Background: an optimization exercise with open tools, aiming at small area. Do not read the settings as production practice.
RTL that was checked went through simulation tests only; none was proved equivalent to the original.
No activity file was given, so power comes from the tool's default toggle rates.

main:
Design dns_relay_query_id_table_unit, start of the top module:
module dns_relay_query_id_table_unit #(
    parameter int TABLE_DEPTH = 8
) (
    input  logic        aclk,
    input  logic        aresetn,
    input  logic        s_tvalid,
    output logic        s_tready,
    input  logic [95:0] s_tdata,
    input  logic [1:0]  s_tuser,
    output logic        m_tvalid,
    input  logic        m_tready,
    output logic [71:0] m_tdata,
    output logic [2:0]  m_tuser,
    input  logic        cfg_wr_en,
    input  logic        cfg_index,
    input  logic [15:0] cfg_wdata
);
Size: ~1,800 cells after synthesis, roughly 200 I/O pins, ~24,000 sq um of cells after synthesis.
clock: 7.5 ns
lec_check: 0
abc_area: 0
cap_margin: 20
core_margin: 2
core_utilization: 40
slew_margin: 20
standard.sh (not shown) runs the stock make flow with config.mk's settings and CLKGATE_MAP_FILE= SYNTH_SCRIPT=/design/flow/synth_recipe.tcl, a recipe that flattens the netlist after the stock synthesis.
==> flow/flow/run.sh <==
#!/bin/bash
# The standard layout (the standard.sh, unchanged synthesis, floorplan, power grid and
# tap cells) with two placement/CTS options changed:
#  - port buffers use the smallest buffer cell (every port still gets its buffer)
#  - clock tree: small clock buffers and no dummy loads
# make's full output goes to flow_make.log here; each ORFS step keeps its own log under orfs/logs.
set -euo pipefail
bash standard.sh \
  BUFFER_PORTS_ARGS="-buffer_cell sky130_fd_sc_hd__buf_1" \
  CTS_ARGS="-sink_clustering_enable -repair_clock_nets -dont_use_dummy_load -buf_list sky130_fd_sc_hd__clkbuf_4 -sink_clustering_size 10 -sink_clustering_max_diameter 50" \
  finish > flow_make.log 2>&1
main finished every stage and its layout cleared the timing, design-rule and antenna checks.
Inputs modified between main and the feature branch:
--- a/flow/design.v
+++ b/flow/design.v
@@ -61,53 +61,51 @@
     logic        busy_reg;
     logic        done_reg;
     logic        mvalid_reg;
     logic        started_reg;
     logic        scanned_reg;
     logic        win_reg;
     logic [3:0]  b_reg;
     logic [2:0]  oldest_reg;
     logic [3:0]  count_reg;
-    logic [15:0] next_id_reg;
+    logic [15:0] base_reg;
     logic [15:0] age_reg;
     logic [3:0]  limit_reg;
     logic [7:0]  lt_reg;
     logic [1:0]  cy_reg;
     logic [3:0]  ed_reg;
     logic [2:0]  od_reg;
     logic [15:0] o_id_reg;
     logic [47:0] o_ap_reg;
     logic [3:0]  o_rm_reg;
     logic [2:0]  o_st_reg;
     logic        is_add, is_find;
     logic [2:0]  ph;
     logic [2:0]  k3;
     logic        wrapped;
     logic [3:0]  k;
-    logic [3:0]  e;
     logic [2:0]  target;
     logic        add_active, add_end, add_hit;
     logic        removable;
     logic        start;
     logic        lap_end;
     assign tap     = ring[ENTRY_W-1:0];
     assign is_add  = s_tuser == dnsr_pkg::CMD_ADD;
     assign is_find = s_tuser == dnsr_pkg::CMD_FIND;
     assign ph      = b_reg[2:0];
     assign k3      = ph - oldest_reg;
     assign wrapped = started_reg && (k3 == 3'd0);
     assign k       = {wrapped, k3};
-    assign e       = count_reg - k;
     assign target  = oldest_reg + count_reg[2:0];
     assign lap_end = b_reg == 4'd15;
     logic [15:0] lid;
     logic        find_hit;
-    assign lid = next_id_reg - {12'd0, e};
+    assign lid = base_reg + {12'd0, k};
     assign add_active = started_reg || (k3 == 3'd0);
     assign add_end    = k == count_reg;
     assign add_hit    = tap[15:0] == s_tdata[15:0];
     assign find_hit   = lid == s_tdata[15:0];
     assign start = !busy_reg && !done_reg && s_tvalid && !mvalid_reg;
     logic [1:0]  now2;
     logic        ev, od;
     logic [2:0]  col0, col1;
     logic [1:0]  cin;
@@ -235,19 +233,19 @@
     end
     always_ff @(posedge aclk) begin
         if (!aresetn) begin
             busy_reg    <= 1'b0;
             done_reg    <= 1'b0;
             mvalid_reg  <= 1'b0;
             b_reg       <= 4'd0;
             oldest_reg  <= 3'd0;
             count_reg   <= 4'd0;
-            next_id_reg <= 16'd0;
+            base_reg    <= 16'd0;
             age_reg     <= dnsr_pkg::AGE_RESET;
             limit_reg   <= dnsr_pkg::LIMIT_RESET;
         end else begin
             b_reg <= b_reg + 4'd1;
             if (mvalid_reg && m_tready) begin
                 mvalid_reg <= 1'b0;
             end
             if (start) begin
                 if (s_tuser == 2'd3) begin
@@ -257,24 +255,22 @@
                 end
             end
             if (fin) begin
                 busy_reg <= 1'b0;
                 done_reg <= 1'b1;
             end
             if (done_reg) begin
                 done_reg   <= 1'b0;
                 mvalid_reg <= s_tuser != 2'd3;
-                if (is_add && o_st_reg == dnsr_pkg::STAT_ADDED) begin
-                    next_id_reg <= next_id_reg + 16'd1;
-                end
             end
             if (pop) begin
                 oldest_reg <= oldest_reg + 3'd1;
+                base_reg   <= base_reg + 16'd1;
                 if (!is_add) begin
                     count_reg <= count_reg - 4'd1;
                 end
             end
             if (grow) begin
                 count_reg <= count_reg + 4'd1;
             end
             if (cfg_wr_en) begin
                 if (cfg_index == dnsr_pkg::REG_KEEP_LIMIT) begin
Notes after the runs:
main ended with every stage complete and zero timing, DRC or antenna violations. Looking at the reports, the feature branch completed the entire flow and the layout it produced met the timing, design-rule and antenna checks. Compared with main, in the feature branch routed wire length went up, die area went up. Comparing via count of the first global-routing pass for main and the feature branch, the smaller number came from the feature branch. Summary: clock skew, the feature branch worse than main. For wire length per cell, dividing the value from the feature branch by the value from main gives 1.05. The feature branch gives more static leakage than main did. The feature branch against main: total routed wire length on the met1 layer moved up, final cell count without fillers moved down, XOR/XNOR share of the synthesized area level. Max-cap check violation count came out exactly the same in main and the feature branch. First-iteration detailed-routing DRC count is lower on the feature branch. main and the feature branch ended up with nearly the same non-clock buffer share of cell area.
No functional check of the RTL was part of the feature branch.

afterwards: timing with drivers on the ports:
The flow's constraints put no driver on any port. The routed layouts listed below were extracted and timed again, unchanged, in two steps. Step 1 assumes that a clkbuf_16 drives the clock port and a buf_2 every other input. Step 2 moves the port delays by t, midway between the first and last clock arrival at a register: inputs arrive t later, outputs are due t later. That takes back most of the time a late clock gives input paths. Slacks: ideal / step 1 / step 2; pairs: ideal / step 1.
run	t (ns)	setup WS [ns]	cell pins on the clock port's net
main	0.858	1.665 / 1.665 / 1.665	1
the feature branch	0.879	2.277 / 2.277 / 2.277	1
After both steps setup and hold are still met in every run listed.
